Background: an optimization exercise with open tools, aiming at small area, a short achievable clock period and few clock cycles. Do not read the settings as production practice.
At most, simulation tests tie the RTL to the original design; equivalence was not proved.
The RTL of runs 2 and 3 was laid out without a check of its function.
Power is estimated from default activity; no workload was simulated.

==> flow/design.v <==
`default_nettype none
package kdr_pkg;
  localparam int DATA_W = 32;
  localparam int PARAM_W = 16;
  localparam int ACT_W = 3;
  localparam int CFG_IDX_W = 3;
  localparam int KEY_COUNT_DEF = 32;
  localparam int TIMER_BITS_DEF = 16;
  localparam logic [ACT_W-1:0] ACT_TICK   = 3'd0;
  localparam logic [ACT_W-1:0] ACT_PRESS  = 3'd1;
  localparam logic [ACT_W-1:0] ACT_REPEAT = 3'd2;
  localparam logic [ACT_W-1:0] ACT_SHORT  = 3'd3;
  localparam logic [ACT_W-1:0] ACT_LONG   = 3'd4;
  localparam logic [ACT_W-1:0] ACT_CHORD  = 3'd5;
  localparam logic [CFG_IDX_W-1:0] REG_ENABLED     = 3'd0;
  localparam logic [CFG_IDX_W-1:0] REG_ACTIVE_HIGH = 3'd1;
  localparam logic [CFG_IDX_W-1:0] REG_REPEAT_KEYS = 3'd2;
  localparam logic [CFG_IDX_W-1:0] REG_FIRST_DELAY = 3'd3;
  localparam logic [CFG_IDX_W-1:0] REG_PERIOD      = 3'd4;
  localparam logic [PARAM_W-1:0] FIRST_DELAY_RST = 16'd50;
  localparam logic [PARAM_W-1:0] PERIOD_RST      = 16'd20;
  typedef struct packed {
    logic [DATA_W-1:0]  enabled_keys;
    logic [DATA_W-1:0]  active_high_keys;
    logic [DATA_W-1:0]  repeat_keys;
    logic [PARAM_W-1:0] repeat_first_delay;
    logic [PARAM_W-1:0] repeat_period;
  } kdr_cfg_t;
  typedef struct packed {
    logic [ACT_W-1:0]  action;
    logic [DATA_W-1:0] pin_levels;
    logic [DATA_W-1:0] query_mask;
  } kdr_item_t;
  typedef struct packed {
    logic [DATA_W-1:0] selected_keys;
    logic [DATA_W-1:0] pending_presses;
    logic [DATA_W-1:0] debounced_keys;
  } kdr_res_t;
endpackage
`default_nettype wire
`default_nettype none
import kdr_pkg::*;
module kdr_cfg_regs (
  input  wire logic  clk,
  input  wire logic  rst_n,
  input  wire logic                 cfg_valid,
  output      logic                 cfg_ready,
  input  wire logic [CFG_IDX_W-1:0] cfg_index,
  input  wire logic [DATA_W-1:0]    cfg_data,
  output kdr_pkg::kdr_cfg_t   cfg,
  output      logic                 fd_one     
);
  logic [DATA_W-1:0]  en_r, ah_r, rk_r;
  logic [PARAM_W-1:0] fd_r, per_r;
  logic               fd_one_r;
  logic [DATA_W-1:0]  wd;
  logic [PARAM_W-1:0] wd_fd, wd_per;
  logic               we_en, we_ah, we_rk, we_fd, we_per;
  assign cfg_ready = 1'b1;
  assign wd     = cfg_data & {DATA_W{rst_n}};
  assign wd_fd  = (cfg_data[PARAM_W-1:0] & {PARAM_W{rst_n}}) | (FIRST_DELAY_RST & {PARAM_W{~rst_n}});
  assign wd_per = (cfg_data[PARAM_W-1:0] & {PARAM_W{rst_n}}) | (PERIOD_RST & {PARAM_W{~rst_n}});
  assign we_en  = ~rst_n | (cfg_valid & (cfg_index == REG_ENABLED));
  assign we_ah  = ~rst_n | (cfg_valid & (cfg_index == REG_ACTIVE_HIGH));
  assign we_rk  = ~rst_n | (cfg_valid & (cfg_index == REG_REPEAT_KEYS));
  assign we_fd  = ~rst_n | (cfg_valid & (cfg_index == REG_FIRST_DELAY));
  assign we_per = ~rst_n | (cfg_valid & (cfg_index == REG_PERIOD));
  always_ff @(posedge clk) begin
    if (we_en)  en_r  <= wd;
    if (we_ah)  ah_r  <= wd;
    if (we_rk)  rk_r  <= wd;
    if (we_fd)  fd_r  <= wd_fd;
    if (we_fd)  fd_one_r <= (wd_fd == PARAM_W'(1));
    if (we_per) per_r <= wd_per;
  end
  assign fd_one                 = fd_one_r;
  assign cfg.enabled_keys       = en_r;
  assign cfg.active_high_keys   = ah_r;
  assign cfg.repeat_keys        = rk_r;
  assign cfg.repeat_first_delay = fd_r;
  assign cfg.repeat_period      = per_r;
endmodule
`default_nettype wire
`default_nettype none
import kdr_pkg::*;
module kdr_state (
  input  wire logic                 clk,
  input  wire logic                 rst_n,
  input  wire logic                 acc,
  input  wire logic [ACT_W-1:0]     action,
  input  wire logic [DATA_W-1:0]    pins,
  input  wire logic [DATA_W-1:0]    q,
  input  wire kdr_pkg::kdr_cfg_t    cfg,
  input  wire logic                 fd_one,    
  output      logic [DATA_W-1:0]    sel_o,
  output      logic [DATA_W-1:0]    press_o,
  output      logic [DATA_W-1:0]    stable_o
);
  logic [DATA_W-1:0]  press_r, stable_r, rep_r, cnt_a_r, cnt_b_r, sel_r;
  logic [PARAM_W-1:0] tmr_r;
  logic               tpend_r;
  logic [DATA_W-1:0] en, ah, rk;
  assign en = cfg.enabled_keys;
  assign ah = cfg.active_high_keys;
  assign rk = cfg.repeat_keys;
  logic                any_rk;
  logic                rep_fire;
  logic [PARAM_W-1:0]  tmr_any, tmr_none;
  assign any_rk   = |(stable_r & rk);
  assign tmr_any  = (tmr_r == PARAM_W'(1)) ? cfg.repeat_period : tmr_r - 1'b1;
  assign tmr_none = fd_one ? cfg.repeat_period
                                                            : cfg.repeat_first_delay - 1'b1;
  assign rep_fire = tpend_r && (tmr_r == PARAM_W'(1));
  logic d_tick, d_press, d_rep, d_short, d_long, d_chord, chord_ok;
  assign d_tick  = (action == ACT_TICK);
  assign d_press = (action == ACT_PRESS);
  assign d_rep   = (action == ACT_REPEAT);
  assign d_short = (action == ACT_SHORT);
  assign d_long  = (action == ACT_LONG);
  assign d_chord = (action == ACT_CHORD);
  assign chord_ok = &(press_r | ~q);
  logic t_run;       
  logic t_hold;      
  logic s_all;       
  logic c_rep;       
  assign t_run   = acc & d_tick & rst_n;
  assign t_hold  = ~(acc & d_tick) & rst_n;
  assign s_all   = d_press | (d_chord & chord_ok);
  assign c_rep   = acc & (d_rep | d_long);
  logic [DATA_W-1:0] lvl, dis, tg, reff, psel, sel;
  assign lvl  = ~(pins ^ ah);                             
  assign dis  = {DATA_W{t_run}} & en & (stable_r ^ lvl);   
  assign tg   = dis & cnt_b_r & ~cnt_a_r;                 
  assign reff = rep_r | ({DATA_W{rep_fire}} & stable_r & rk);
  assign psel = q & press_r & ({DATA_W{s_all}} | ({DATA_W{d_short}} & ~stable_r) |
                               ({DATA_W{d_long}} & reff));
  assign sel  = (q & reff & {DATA_W{d_rep}}) | psel;
  always_ff @(posedge clk) begin
    cnt_a_r  <= (dis & ~cnt_b_r) | ({DATA_W{t_hold}} & cnt_a_r);
    cnt_b_r  <= (dis & cnt_a_r)  | ({DATA_W{t_hold}} & cnt_b_r);
    stable_r <= (stable_r & {DATA_W{rst_n}}) ^ tg;
    press_r  <= (press_r & ~(psel & {DATA_W{acc}}) & {DATA_W{rst_n}}) | (tg & lvl);
    rep_r    <= reff & ~(q & {DATA_W{c_rep}}) & {DATA_W{rst_n}};
  end
  always_ff @(posedge clk) begin
    if (!rst_n) begin
      tmr_r   <= '0;
      tpend_r <= 1'b0;
    end else begin
      tpend_r <= acc && d_tick;
      if (tpend_r) begin
        tmr_r <= any_rk ? tmr_any : tmr_none;
      end
    end
  end
  always_ff @(posedge clk) begin
    if (acc) begin
      sel_r <= sel;
    end
  end
  assign sel_o    = sel_r;
  assign press_o  = press_r;
  assign stable_o = stable_r;
endmodule
`default_nettype wire
`default_nettype none
import kdr_pkg::*;
module key_debounce_repeat_unit #(
  parameter int KEY_COUNT  = KEY_COUNT_DEF,
  parameter int TIMER_BITS = TIMER_BITS_DEF
) (
  input wire logic   clk,
  input wire logic   rst_n,
  input  wire logic                 in_valid,
  output      logic                 in_ready,
  input  wire logic [ACT_W-1:0]     in_action,
  input  wire logic [DATA_W-1:0]    in_pin_levels,
  input  wire logic [DATA_W-1:0]    in_query_mask,
  output      logic                 out_valid,
  input  wire logic                 out_ready,
  output      logic [DATA_W-1:0]    out_selected_keys,
  output      logic [DATA_W-1:0]    out_pending_presses,
  output      logic [DATA_W-1:0]    out_debounced_keys,
  input  wire logic                 cfg_valid,
  output      logic                 cfg_ready,
  input  wire logic [CFG_IDX_W-1:0] cfg_index,
  input  wire logic [DATA_W-1:0]    cfg_data
);
  kdr_pkg::kdr_cfg_t cfg;
  logic              fd_one;
  logic              out_v_r;
  logic              acc;
  kdr_cfg_regs u_cfg (
    .clk       (clk),
    .rst_n     (rst_n),
    .cfg_valid (cfg_valid),
    .cfg_ready (cfg_ready),
    .cfg_index (cfg_index),
    .cfg_data  (cfg_data),
    .cfg       (cfg),
    .fd_one    (fd_one)
  );
  assign in_ready = !out_v_r || out_ready;
  assign acc      = in_valid && in_ready;
  kdr_state u_state (
    .clk      (clk),
    .rst_n    (rst_n),
    .acc      (acc),
    .action   (in_action),
    .pins     (in_pin_levels),
    .q        (in_query_mask),
    .cfg      (cfg),
    .fd_one   (fd_one),
    .sel_o    (out_selected_keys),
    .press_o  (out_pending_presses),
    .stable_o (out_debounced_keys)
  );
  always_ff @(posedge clk) begin
    if (!rst_n) begin
      out_v_r <= 1'b0;
    end else if (in_ready) begin
      out_v_r <= in_valid;
    end
  end
  assign out_valid = out_v_r;
endmodule
`default_nettype wire
==> flow/flow/run.sh <==
#!/bin/bash
# The standard layout, with two changes: ports are buffered with plain buf_1
# cells (timing repair may upsize them) instead of the delay cells buffer_ports
# picks by default, and clock tree synthesis uses larger sink clusters and
# inserts no dummy loads.
set -euo pipefail
export BUFFER_PORTS_ARGS="-buffer_cell sky130_fd_sc_hd__buf_1"
export CTS_ARGS="-sink_clustering_enable -repair_clock_nets -dont_use_dummy_load -sink_clustering_size 18 -sink_clustering_max_diameter 55 -buf_list {sky130_fd_sc_hd__clkbuf_8}"
bash standard.sh > standard_flow.log 2>&1
==> flow/standard.sh <==
#!/bin/bash
# synth_recipe.tcl (not shown) runs the flow's synth.tcl, then flattens the netlist and writes it again
# the make line also repeats each setting of config.mk as NAME=value (left out here)
make -C /OpenROAD-flow-scripts/flow DESIGN_CONFIG=/design/flow/config.mk WORK_HOME=/design/flow/orfs CLKGATE_MAP_FILE= SYNTH_SCRIPT=/design/flow/synth_recipe.tcl "${@:-finish}"
==> flow/config.mk <==
export PLATFORM = sky130hd
export DESIGN_NAME = key_debounce_repeat_unit
export DESIGN_NICKNAME = key_debounce_repeat_unit
export VERILOG_FILES = /design/flow/design.v
export SDC_FILE = /design/flow/constraint.sdc
export NUM_CORES = 4
export LEC_CHECK = 0
export CAP_MARGIN = 20
export CORE_MARGIN = 2
export CORE_UTILIZATION = 45
export SETUP_SLACK_MARGIN = 2.65
export SLEW_MARGIN = 20
==> flow/constraint.sdc <==
create_clock -name core_clock -period 5.0 [get_ports {clk}]
set_input_delay 1.0000 -clock core_clock [delete_from_list [all_inputs] [get_ports {clk}]]
set_output_delay 1.0000 -clock core_clock [all_outputs]
set_load 0.01 [all_outputs]
==> results of run 1 <==
-- Yosys cell counts, drive strengths merged, types with 3 or more instances --
library cell  number
xor2              44
o211ai            13
nor2              51
nand3             47
clkbuf            51
a21oi             16
o211a              3
o21ai            117
edfxtp           161
nand3b            12
a22o              10
nand2            259
o221a             32
dfxtp            178
a211oi            32
inv               68
xnor2             62
a31oi             36
a311oi            32
nor4              33
ha                 3
nand4              4
mux2i              3
nor3b              4
o2111ai            3
o31ai              7
nand2b            38
o22ai             45
and2              33
or3                5
nor3              11
or4                7
buf               24
and3              11
a22oi             16
-- stage by stage --
step	hold slack [ns]	area, um2	power (uW)	setup WS, ns	instances
after floorplan	0.425	15100	3420	2.51	1484
after global placement	0.434	16300	3610	1.44	2078
after detailed placement	0.444	16300	3620	1.44	2078
after CTS	0.427	17200	5140	2.53	2129
after global routing	0.441	18000	5350	2.60	2147
final	0.424	18000	5160	2.65	2147
-- layout make-up --
type / count / area [um2]
fill: 2913 / 14700
multi-input combinational: 1003 / 6690
timing repair buffer: 258 / 1560
inverter: 69 / 267
tap: 442 / 553
clock buffer: 34 / 468
sequential: 339 / 8410
antenna: 2 / 5.00
-- flip-flops by register name, indices dropped and copies added, names as in the netlist --
name	cells
u_state.tpend_r	1
u_cfg.en_r	32
u_cfg.fd_r	16
u_state.cnt_b_r	32
out_v_r	1
u_state.cnt_a_r	32
u_cfg.rk_r	32
u_cfg.per_r	16
u_cfg.fd_one_r	1
u_state.tmr_r	16
u_state.press_r	32
u_state.sel_r	32
u_state.stable_r	32
u_state.rep_r	32
u_cfg.ah_r	32
-- kinds of logic after synthesis --
family,Yosys count,share of synthesized area [%]
AO/OA/AOI/OAI,368,16.9
XOR/XNOR,106,6.18
adder cells (fa/ha/maj),3,0.250
buffers and inverters,144,3.78
flip-flops,339,55.9
multiplexers,3,0.200
other,1,0.0250
AND/OR/NAND/NOR,520,16.8
-- how the worst max path moves through the flow --
| stage | end | slack [ns] | from | depth (start not counted) |
|---|---|---|---|---|
| after floorplan | u_cfg.en_r[0]$_DFFE_PP_ | 2.51 | cfg_index[1] | 2 |
| after global placement | u_state.press_r[5]$_DFF_P_ | 1.44 | in_query_mask[3] | 9 |
| after detailed placement | u_state.press_r[10]$_DFF_P_ | 1.44 | in_query_mask[3] | 9 |
| after CTS | u_state.tmr_r[12]$_SDFFE_PN0P_ | 2.53 | u_cfg.fd_r[0]$_DFFE_PP_ | 9 |
| after global routing | u_state.press_r[30]$_DFF_P_ | 2.60 | in_query_mask[31] | 10 |
| final | u_state.sel_r[25]$_DFFE_PP_ | 2.65 | in_query_mask[1] | 10 |
-- what timing repair did --
action | 4_1_cts | 5_1_grt
pin swaps | 8 | 34
gates cloned | 4 | 5
resized for setup | 37 | 143
setup buffers | 13 | 11
setup endpoints to repair | 193 | 136
-- critical path, delay by kind of cell --
family          cells  cell delay, ns
buf+inv             4            0.53
compound gates      4            0.62
simple gates        2            0.56
-- power by group --
part	switching [uW]	leakage, uW	internal (uW)
Clock	913	0.000244	609
Combinational	331	0.00272	191
Sequential	84.8	0.00302	3030
-- per-layer routing --
layer	share of wire [%]	vias up	GRT usage, %
met1	43	6044	36.2
li1	-	5823	-
met5	0.021	-	0
met2	46	577	41.7
met3	8.0	104	4.08
met4	3.5	2	10.3
==> flow_summary_export.csv, run 1 <==
group,metric,value,unit
clocking,insertion_delay,0.59,ns
setup_path,slowest_stage,"nor4_2",
timing,timing.final.setup_violations,0,
final_layout,final_common_cell,"nand2_1",
clocking,cts_tree,"built",
synthesis,async_flop_share,0,%
setup_path,crit_type,"in2reg",
status,run_status,"complete, no violations",
synthesis,synth_flop_cell,"dfxtp_1",
timing,rsz0062_at_grt,"true",
synthesis,synth_area,15000,um2
drt,wl_per_cell,22.3,um
timing,period_share,47.0,%
clocking,cts-root-buf,"clkbuf_8",
synthesis,yosysTopAreaCell,"edfxtp_1",
clocking,htreeDepth,2,
drt,routed_via_density,5.85,
synthesis,netlist_instances,1484,
final_layout,nets,1815,
drt,vias,12600,
drt,dr.pass1.iters,8,
timing,max_slew_margin,31.7,%
run,max_cap_violations,0,
synthesis,avgSynthCellArea,10.1,um2
synthesis,synth_seq_area_share,55.9,%
worst_hold_path,min_path_type,"reg2reg",
timing,finalSetupTns,0,ns
final_layout,drive_above_1_share,15.7,%
setup_path,r2r_slack,2.74,ns
setup_path,required,5.37,ns
setup_path,critPathLaunchType,"input port",
floorplanning,row_count,66,
floorplanning,die_height,187,um
drt,drt-total-wl,48000,um
floorplanning,dieArea,34800,um2
timing,max_freq,0.426,GHz
drt,drc,0,
drt,ant_nets,0,
worst_hold_path,min-delay-start,"u_state.cnt_b_r[29]$_DFF_P_",
synthesis,synth_edf_count,161,
setup_path,r2r-end,"u_state.tmr_r[12]$_SDFFE_PN0P_",
clocking,cts_sinks,339,
setup_path,crit_path_end_kind,"register",
placed_design,dp_hpwl,31300,um
clocking,path_clk_slew,0.12,ns
global_route,grt_pass1_wl,70700,um
timing,tightest_slew,1.03,ns
synthesis,synth_top_area_share,32.2,%
worst_hold_path,worstHoldPathCells,1,
floorplanning,fp.dieW,187,um
final_layout,area_growth,19.6,%
timing,hold_viol,0,
drt,drt_iter0_drc,1256,
clocking,numCtsBuffers,34,
setup_path,critPathMaxStageDelay,0.30,ns
global_route,grtUsageTotal,26.2,%
placed_design,place_congestion,0.842,
pwr,peakVddDrop,0.176,mV
synthesis,synth_seq_cells,339,
final_layout,layout_common_cells,"nand2_1, buf_1, dfxtp_1",
timing,layout_min_cycle_time,2.35,ns
setup_path,worst-path-max-fanout,7,
global_route,grt_max_degree,52,
floorplanning,coreArea,32700,um2
floorplanning,ios,206,
placed_design,io_buffer_count,204,
worst_hold_path,min_to,"u_state.cnt_a_r[29]$_DFF_P_",
pwr,p_leak,0.00599,uW
global_route,antenna_found_initial,3,
setup_path,cp_cell_sequence,"buf_2 > inv_2 > o22ai_1 > nor4_2 > nand4_1 > a21oi_4 > buf_12 > buf_12 > a311oi_2 > o22ai_1",
setup_path,rr_worst_depth,9,
setup_path,rr_startpoint,"u_cfg.fd_r[1]$_DFFE_PP_",
floorplanning,initial_utilization,45.9,%
synthesis,yosysWarningCount,3,
synthesis,synth_cell_types,57,
pwr,cellPowerDensity,287,nW/um2
final_layout,fin_util,54.9,%
global_route,grt_pass1_vias,11700,
global_route,grt_remaining_overflow,0,
setup_path,arrival,2.72,ns
synthesis,synth_area_leaders,"edfxtp_1, dfxtp_1, nand2_1",
synthesis,synth_fp_nets,1594,
clocking,cts.path.max_buffers,3,
timing,clock_skew,0.0685,ns
timing,finalMaxSlewViolations,0,
clocking,holdBufCountCts,0,
Testbench counts, summed over its fixed seeds: cycles 24,131.
==> run 2, diff against run 1 <==
--- a/flow/design.v
+++ b/flow/design.v
@@ -103,13 +103,13 @@
   assign en = cfg.enabled_keys;
   assign ah = cfg.active_high_keys;
   assign rk = cfg.repeat_keys;
-  logic                any_rk;
+  logic                any_r;
+  logic                fire;
   logic                rep_fire;
-  logic [PARAM_W-1:0]  tmr_any, tmr_none;
-  assign any_rk   = |(stable_r & rk);
-  assign tmr_any  = (tmr_r == PARAM_W'(1)) ? cfg.repeat_period : tmr_r - 1'b1;
-  assign tmr_none = fd_one ? cfg.repeat_period
-                                                            : cfg.repeat_first_delay - 1'b1;
+  logic [PARAM_W-1:0]  tmr_base, tmr_dec;
+  assign tmr_base = any_r ? tmr_r : cfg.repeat_first_delay;
+  assign tmr_dec  = tmr_base - 1'b1;
+  assign fire     = tpend_r && (any_r ? (tmr_r == PARAM_W'(1)) : fd_one);
   assign rep_fire = tpend_r && (tmr_r == PARAM_W'(1));
   logic d_tick, d_press, d_rep, d_short, d_long, d_chord, chord_ok;
   assign d_tick  = (action == ACT_TICK);
@@ -135,10 +135,13 @@
   assign psel = q & press_r & ({DATA_W{s_all}} | ({DATA_W{d_short}} & ~stable_r) |
                                ({DATA_W{d_long}} & reff));
   assign sel  = (q & reff & {DATA_W{d_rep}}) | psel;
-  always_ff @(posedge clk) begin
+  logic [DATA_W-1:0] stable_d;
+  assign stable_d = (stable_r & {DATA_W{rst_n}}) ^ tg;
+  always_ff @(posedge clk) begin
+    any_r    <= |(stable_d & rk);
     cnt_a_r  <= (dis & ~cnt_b_r) | ({DATA_W{t_hold}} & cnt_a_r);
     cnt_b_r  <= (dis & cnt_a_r)  | ({DATA_W{t_hold}} & cnt_b_r);
-    stable_r <= (stable_r & {DATA_W{rst_n}}) ^ tg;
+    stable_r <= stable_d;
     press_r  <= (press_r & ~(psel & {DATA_W{acc}}) & {DATA_W{rst_n}}) | (tg & lvl);
     rep_r    <= reff & ~(q & {DATA_W{c_rep}}) & {DATA_W{rst_n}};
   end
@@ -148,8 +151,10 @@
       tpend_r <= 1'b0;
     end else begin
       tpend_r <= acc && d_tick;
-      if (tpend_r) begin
-        tmr_r <= any_rk ? tmr_any : tmr_none;
+      if (fire) begin
+        tmr_r <= cfg.repeat_period;
+      end else if (tpend_r) begin
+        tmr_r <= tmr_dec;
       end
     end
   end
==> flow/flow/run.sh (replaced) <==
#!/bin/bash
# The standard layout, with two changes: ports are buffered with plain buf_1
# cells (timing repair may upsize them) instead of the delay cells buffer_ports
# picks by default, and clock tree synthesis uses larger sink clusters and
# inserts no dummy loads.
set -euo pipefail
export BUFFER_PORTS_ARGS="-buffer_cell sky130_fd_sc_hd__buf_1"
export CTS_ARGS="-sink_clustering_enable -repair_clock_nets -dont_use_dummy_load -sink_clustering_size 12 -sink_clustering_max_diameter 50 -buf_list {sky130_fd_sc_hd__clkbuf_8}"
bash standard.sh > standard_flow.log 2>&1
--- a/flow/config.mk
+++ b/flow/config.mk
@@ -10,3 +10,5 @@
 export CORE_UTILIZATION = 45
 export SETUP_SLACK_MARGIN = 2.65
 export SLEW_MARGIN = 20
+export SYNTH_HIERARCHICAL = 1
+export SYNTH_MINIMUM_KEEP_SIZE = 0
==> flow_summary_export.csv, run 2 <==
group,metric,value,unit
status,run_status,"complete, no violations",
synthesis,synth_top_area_share,32.3,%
synthesis,yosysWarningCount,9,
drt,dr.pass1.iters,5,
setup_path,crit_type,"in2reg",
synthesis,synth_area_leaders,"edfxtp_1, dfxtp_1, nand2_1",
timing,timing.final.setup_violations,0,
setup_path,cp_cell_sequence,"buf_1 > or4b_4 > or4b_4 > o2111ai_4 > o2111ai_4 > a2111oi_4 > nand4_1 > a2111o_1",
setup_path,required,5.45,ns
synthesis,synth_edf_count,161,
synthesis,async_flop_share,0,%
floorplanning,die_height,186,um
floorplanning,dieArea,34700,um2
placed_design,io_buffer_count,204,
clocking,numCtsBuffers,39,
clocking,path_clk_slew,0.08,ns
global_route,grtUsageTotal,28.2,%
clocking,htreeDepth,2,
pwr,intPower,3960,uW
setup_path,crit_path_end_kind,"register",
drt,vias,12800,
global_route,grt_pass1_wl,72800,um
synthesis,synth_seq_cells,340,
timing,rsz0062_at_grt,"true",
synthesis,synth_most_common_cell,"dfxtp_1",
final_layout,drive_above_1_share,20.8,%
final_layout,area_growth,25.2,%
synthesis,synth_cell_types,71,
final_layout,layout_common_cells,"buf_1, dfxtp_1, edfxtp_1",
pwr,p_leak,0.00614,uW
timing,clock_skew,0.0652,ns
pwr,peakVddDrop,0.235,mV
global_route,grt_max_degree,47,
setup_path,critPathMaxStageDelay,0.63,ns
setup_path,slowest_stage,"or4b_4",
global_route,antenna_found_initial,2,
setup_path,critPathLaunchType,"input port",
floorplanning,fp.dieW,186,um
setup_path,critical_path_buf_inv_count,1,
synthesis,synth_flop_cell,"dfxtp_1",
drt,drt-total-wl,50300,um
final_layout,fillers,2823,
floorplanning,coreArea,32600,um2
floorplanning,initial_utilization,45.8,%
drt,wl_per_cell,23.6,um
drt,drc,0,
setup_path,arrival,3.52,ns
final_layout,fin_area,18700,um2
placed_design,place_congestion,0.894,
setup_path,cp_top_family,"simple AND/OR/NAND/NOR gates",
floorplanning,ios,206,
synthesis,synth_seq_area_share,56.3,%
setup_path,worst-path-max-fanout,8,
clocking,cts.path.max_buffers,3,
placed_design,dp_hpwl,32400,um
run,max_cap_violations,0,
timing,finalMaxSlewViolations,0,
clocking,insertion_delay,0.56,ns
placed_design,place_area,16700,um2
timing,finalSetupTns,0,ns
drt,drt_iter0_drc,1080,
pwr,cellPowerDensity,286,nW/um2
pwr,clkPwrFrac,30.2,%
synthesis,synthTopCellsByCount,"dfxtp_1, edfxtp_1, nand2_1",
timing,hold_viol,0,
final_layout,final_common_cell,"buf_1",
pwr,power_frac_comb,11.4,%
timing,max_freq,0.326,GHz
synthesis,netlist_instances,1437,
synthesis,synth_fp_nets,1545,
clocking,cts-root-buf,"clkbuf_8",
synthesis,avgSynthCellArea,10.4,um2
worst_hold_path,min_path_type,"reg2reg",
synthesis,synth_area,15000,um2
global_route,grt_pass1_vias,12000,
timing,tightest_slew,1.08,ns
floorplanning,row_count,66,
final_layout,nets,1799,
drt,ant_nets,0,
timing,layout_min_cycle_time,3.07,ns
clocking,cts_sinks,340,
synthesis,yosysTopAreaCell,"edfxtp_1",
pwr,switchingPower,1390,uW
timing,max_slew_margin,26.2,%
clocking,cts_tree,"built",
global_route,grt_remaining_overflow,0,
drt,routed_via_density,5.99,
pwr,p_seq_share,58.4,%
pwr,p_sw_share,26.1,%
timing,period_share,61.3,%
==> run 2: changes by cell type after synthesis, sizes merged, moves of 15 or more <==
| cell | before | now |
|---|---|---|
| a21oi | 16 | 37 |
| a311oi | 32 | 6 |
| a31o | 0 | 37 |
| a31oi | 36 | 68 |
| a32oi | 0 | 17 |
| mux2i | 3 | 20 |
| nand2 | 259 | 155 |
| nand2b | 38 | 14 |
| nor2 | 51 | 66 |
| nor4 | 33 | 17 |
| o221a | 32 | 1 |
| o221ai | 0 | 21 |
| o22ai | 45 | 16 |
| xnor2 | 62 | 44 |
==> run 2: power groups by stage <==
stage / logic (uW) / registers (uW) / clock network (uW)
floorplan: 312 / 3160 / 0
global placement: 490 / 3180 / 0
detailed placement: 495 / 3180 / 0
CTS: 579 / 3120 / 1650
global route: 650 / 3140 / 1750
finish: 610 / 3130 / 1620
==> run 2: metal layers <==
layer,vias to the layer above,share of wire [%],track usage (%)
li1,5864,-,-
met1,6278,41,36.0
met2,511,48,46.9
met3,125,7.4,5.51
met4,2,4.0,11.7
met5,-,0.026,0
==> run 2: cells by family (layout without fill, tap and decap cells) <==
family | count (synthesis) | after routing | synth area share (%)
AOI/OAI and AO/OA | 397 | 397 | 18.0
DFF | 340 | 340 | 56.3
buffers and inverters | 138 | 387 | 3.58
other | 1 | 2 | 0.0251
muxes | 21 | 21 | 1.41
and+or+nand+nor | 456 | 459 | 15.6
adders and majority gates | 1 | 1 | 0.0837
xor gates and xnor gates | 83 | 83 | 5.05
==> run 2: what timing repair did <==
action	CTS	global route
endpoints found under the setup margin	172	115
gates cloned	6	1
pin swaps	43	43
setup buffers	34	17
hold buffers	0	0
resized for setup	162	58
==> run 2: worst reg2reg max path, stage by stage, from the launching register on <==
cell       delay [ns]
dfxtp_1          0.34
nand2b_4         0.07
and2_4           0.16
or4b_4           0.52
or4b_4           0.57
o2111ai_4        0.14
o2111ai_4        0.18
a2111oi_4        0.29
nand4_1          0.14
a2111o_1         0.30
==> run 2: cell type report <==
type	count	area (um2)	area share, %
clock buffers	39	537	2.87
inverters	61	267	1.42
well taps	442	553	2.95
diodes	1	2.50	0.0134
repair inverters	1	11.3	0.0602
flip-flops and latches	340	8430	45.0
repair buffers	286	1730	9.26
multi-input cells	962	7190	38.4
==> run 2: final timing paths <==
kind / to / slack (ns) / cells after the start / from
max: u_state.any_r$_DFF_P_ / 1.93 / 8 / in_action[2]
max reg2reg: u_state.any_r$_DFF_P_ / 2.20 / 9 / out_v_r$_SDFFE_PN0P_
min: u_state.cnt_a_r[28]$_DFF_P_ / 0.45 / 2 / u_state.cnt_a_r[28]$_DFF_P_
min reg2reg: u_state.cnt_a_r[28]$_DFF_P_ / 0.45 / 2 / u_state.cnt_a_r[28]$_DFF_P_
==> run 2: metrics by stage <==
stage	utilization, %	instances	worst slack (ns)	power [uW]	hold slack [ns]
6_report	57.4	2132	1.93	5350	0.446
2_1_floorplan	-	1437	1.23	3470	0.425
3_5_place_dp	51.2	2034	0.819	3680	0.438
3_3_place_gp	51.2	2034	0.925	3670	0.432
5_1_grt	57.4	2131	1.84	5540	0.466
4_1_cts	56.2	2113	1.80	5350	0.448
==> run 2: modules after synthesis, one instance, submodules excluded <==
| module | cells inside | flops+latches |
|---|---|---|
| key_debounce_repeat_unit | 5 | 1 |
| kdr_state | 1246 | 210 |
| kdr_cfg_regs | 186 | 129 |
==> run 3, diff against run 2 <==
--- a/flow/config.mk
+++ b/flow/config.mk
@@ -10,5 +10,3 @@
 export CORE_UTILIZATION = 45
 export SETUP_SLACK_MARGIN = 2.65
 export SLEW_MARGIN = 20
-export SYNTH_HIERARCHICAL = 1
-export SYNTH_MINIMUM_KEEP_SIZE = 0
==> flow_summary_export.csv, run 3 <==
group,metric,value,unit
synthesis,synth_xor_area_share,4.80,%
floorplanning,initial_utilization,45.8,%
pwr,p_leak,0.00649,uW
timing,hold_viol,0,
setup_path,rr_startpoint,"u_state.press_r[4]$_DFF_P_",
global_route,grt_remaining_overflow,0,
drt,dr.pass1.iters,6,
floorplanning,coreArea,33700,um2
final_layout,fillers,2995,
synthesis,synth_simple_gate_area_share,17.6,%
worst_hold_path,worstHoldPathCells,2,
floorplanning,die_height,189,um
final_layout,stdcell_count,2139,
placed_design,post-place-ws,1.24,ns
setup_path,worst-path-max-fanout,6,
placed_design,io_buffer_count,204,
worst_hold_path,min_path_type,"reg2reg",
placed_design,dp_hpwl,33800,um
synthesis,synth_seq_area_share,54.5,%
synthesis,synth_edf_count,161,
drt,drt_iter0_drc,1518,
timing,setup_slack,2.36,ns
clocking,cts_tree,"built",
pwr,cellPowerDensity,287,nW/um2
timing,period_share,52.7,%
final_layout,area_growth,21.5,%
timing,max_slew_margin,23.1,%
setup_path,crit_type,"in2reg",
global_route,antenna_found_initial,3,
synthesis,synth_area_leaders,"edfxtp_1, dfxtp_1, nand2_1",
drt,wl_per_cell,25.1,um
drt,vias,13100,
drt,ant_nets,0,
synthesis,synth_flop_cell,"dfxtp_1",
timing,layout_min_cycle_time,2.64,ns
synthesis,synth_most_common_cell,"dfxtp_1",
status,run_status,"complete, no violations",
synthesis,yosysWarningCount,3,
global_route,grt_pass1_vias,12600,
setup_path,arrival,3.09,ns
synthesis,synth_top_area_share,31.3,%
timing,timing.final.setup_violations,0,
clocking,cts_sinks,340,
synthesis,synth_area,15400,um2
synthesis,synth_seq_cells,340,
clocking,cts.path.max_buffers,3,
drt,drc,0,
placed_design,dpl.cell_count,2053,
synthesis,async_flop_share,0,%
placed_design,place_congestion,0.862,
timing,finalMaxSlewViolations,0,
clocking,path_clk_slew,0.07,ns
setup_path,r2r-end,"u_state.press_r[14]$_DFF_P_",
synthesis,avgSynthCellArea,10.6,um2
final_layout,drive_above_1_share,16.6,%
setup_path,r2r_slack,2.45,ns
clocking,holdBufCountCts,0,
timing,tightest_slew,1.15,ns
global_route,grt_max_degree,67,
floorplanning,ios,206,
synthesis,synth_top_family_by_area,"simple AND/OR/NAND/NOR gates",
synthesis,synthTopCellsByCount,"dfxtp_1, nand2_1, edfxtp_1",
global_route,grt_pass1_wl,78900,um
final_layout,layout_common_cells,"buf_1, nand2_1, dfxtp_1",
global_route,grtUsageTotal,29.2,%
final_layout,seq_area,8420,um2
clocking,htreeDepth,2,
synthesis,yosysTopAreaCell,"edfxtp_1",
final_layout,nets,1799,
synthesis,netlist_instances,1455,
drt,routed_via_density,6.14,
synthesis,synth_adder_area_share,0.0810,%
setup_path,required,5.46,ns
floorplanning,fp.dieW,189,um
setup_path,rr_worst_depth,9,
timing,rsz0062_at_grt,"true",
final_layout,final_common_cell,"buf_1",
setup_path,critPathLaunchType,"input port",
final_layout,multi_input_area,7250,um2
clocking,cts-root-buf,"clkbuf_8",
floorplanning,dieArea,35800,um2
timing,finalSetupTns,0,ns
worst_hold_path,min_to,"u_state.cnt_a_r[30]$_DFF_P_",
synthesis,synth_cell_types,62,
worst_hold_path,min-delay-start,"u_state.cnt_a_r[30]$_DFF_P_",
pwr,peakVddDrop,0.186,mV
floorplanning,row_count,67,
drt,drt-total-wl,53600,um
timing,max_freq,0.379,GHz
setup_path,crit_path_end_kind,"register",
synthesis,synth_compound_area_share,15.0,%
clocking,insertion_delay,0.58,ns
synthesis,synthMuxAreaShare,4.19,%
clocking,numCtsBuffers,40,
run,max_cap_violations,0,
timing,clock_skew,0.0781,ns
synthesis,synth_fp_nets,1563,
## run 3: final cells by class
class / instances / area share [%]
diodes: 2 / 0.0267
flip-flops and latches: 340 / 44.9
well taps: 448 / 2.99
repair inverters: 1 / 0.0333
repair buffers: 272 / 9.16
clock buffers: 40 / 2.93
multi-input cells: 977 / 38.7
inverters: 59 / 1.29
## run 3: worst max-delay path, cell delays in order
cell and delay, ns:
buf_2 0.14, inv_2 0.07, o22ai_2 0.11, or4_4 0.56, o41ai_4 0.36, buf_6 0.24
buf_12 0.12, buf_16 0.14, a21oi_4 0.07, o221a_2 0.28
## run 3: how the worst max path moves through the flow
| stage | endpoint | from | slack [ns] | cells past startpoint |
|---|---|---|---|---|
| 2_1_floorplan | u_state.press_r[23]$_DFF_P_ | in_query_mask[12] | 2.27 | 7 |
| 3_3_place_gp | u_state.any_r$_DFF_P_ | in_action[2] | 1.26 | 7 |
| 3_5_place_dp | u_state.any_r$_DFF_P_ | in_action[1] | 1.24 | 7 |
| 4_1_cts | u_state.any_r$_DFF_P_ | in_action[1] | 2.45 | 8 |
| 5_1_grt | u_state.any_r$_DFF_P_ | in_action[2] | 2.28 | 9 |
| 6_report | u_state.press_r[14]$_DFF_P_ | in_query_mask[19] | 2.36 | 10 |
## run 3: per-stage QoR
step | total power [uW] | utilization, % | instance area [um2] | hold WS [ns]
global placement | 3650 | 49.7 | 16800 | 0.437
global route | 5560 | 55.7 | 18800 | 0.492
CTS | 5360 | 54.3 | 18300 | 0.471
finish | 5390 | 55.7 | 18800 | 0.466
floorplan | 3440 | - | 15600 | 0.425
detailed placement | 3660 | 49.7 | 16800 | 0.455
## run 3: cell families (layout without fill, tap and decap cells)
kind of cell / Yosys count / in the layout
xor+xnor: 83 / 83
flops: 340 / 340
other cells: 1 / 3
simple gates: 503 / 503
buf+inv: 139 / 372
mux: 64 / 64
fa+ha+maj: 1 / 1
compound gates: 324 / 325
## run 3: layer usage
metal | vias to the layer above | wire, um | track usage (%)
met5 | - | 0 | 0
met4 | 0 | 1760 | 10.2
met3 | 121 | 4700 | 4.71
met2 | 686 | 24300 | 46.0
met1 | 6414 | 22800 | 41.1
li1 | 5919 | - | -
## run 3: timing repair
action / 4_1_cts / 5_1_grt
pin swaps: 36 / 42
endpoints found under the setup margin: 176 / 94
resized for setup: 140 / 65
hold endpoints to repair: 0 / 0
cloned: 8 / 1
setup buffers: 25 / 10
## run 3: where the power goes
part / total (uW) / switching [uW] / internal (uW)
logic: 618 / 402 / 215
clock network: 1660 / 950 / 712
registers: 3110 / 71.0 / 3040

-- afterwards: timing with drivers on the ports --
The flow's constraints put no driver on any port. The routed layouts listed below were extracted and timed again, unchanged, in two steps. Step 1 assumes that a clkbuf_16 drives the clock port and a buf_2 every other input. Step 2, shift: input delay + t, output delay - t, t = (earliest + latest rising clock arrival at the registers) / 2. This alone moves slack from input paths to output paths. a / b / c = ideal ports / drivers / drivers and shift; a / b = the first two.
run | t (ns) | setup WS [ns] | hold WS [ns] | worst data-port slew with drivers (ns) | cell pins on the clock port's net
run 1 | 0.603 | 2.650 / 2.620 / 2.036 | 0.424 / 0.424 / 0.424 | 0.08 | 1
run 2 | 0.581 | 1.933 / 1.958 / 1.378 | 0.446 / 0.446 / 0.446 | 0.10 | 1
run 3 | 0.590 | 2.364 / 2.375 / 1.786 | 0.466 / 0.466 / 0.466 | 0.13 | 1
After both steps setup and hold are still met in every run listed. For run 1, which loses most, drivers alone change the setup slack by -0.030 ns; drivers and shift together by -0.614 ns.
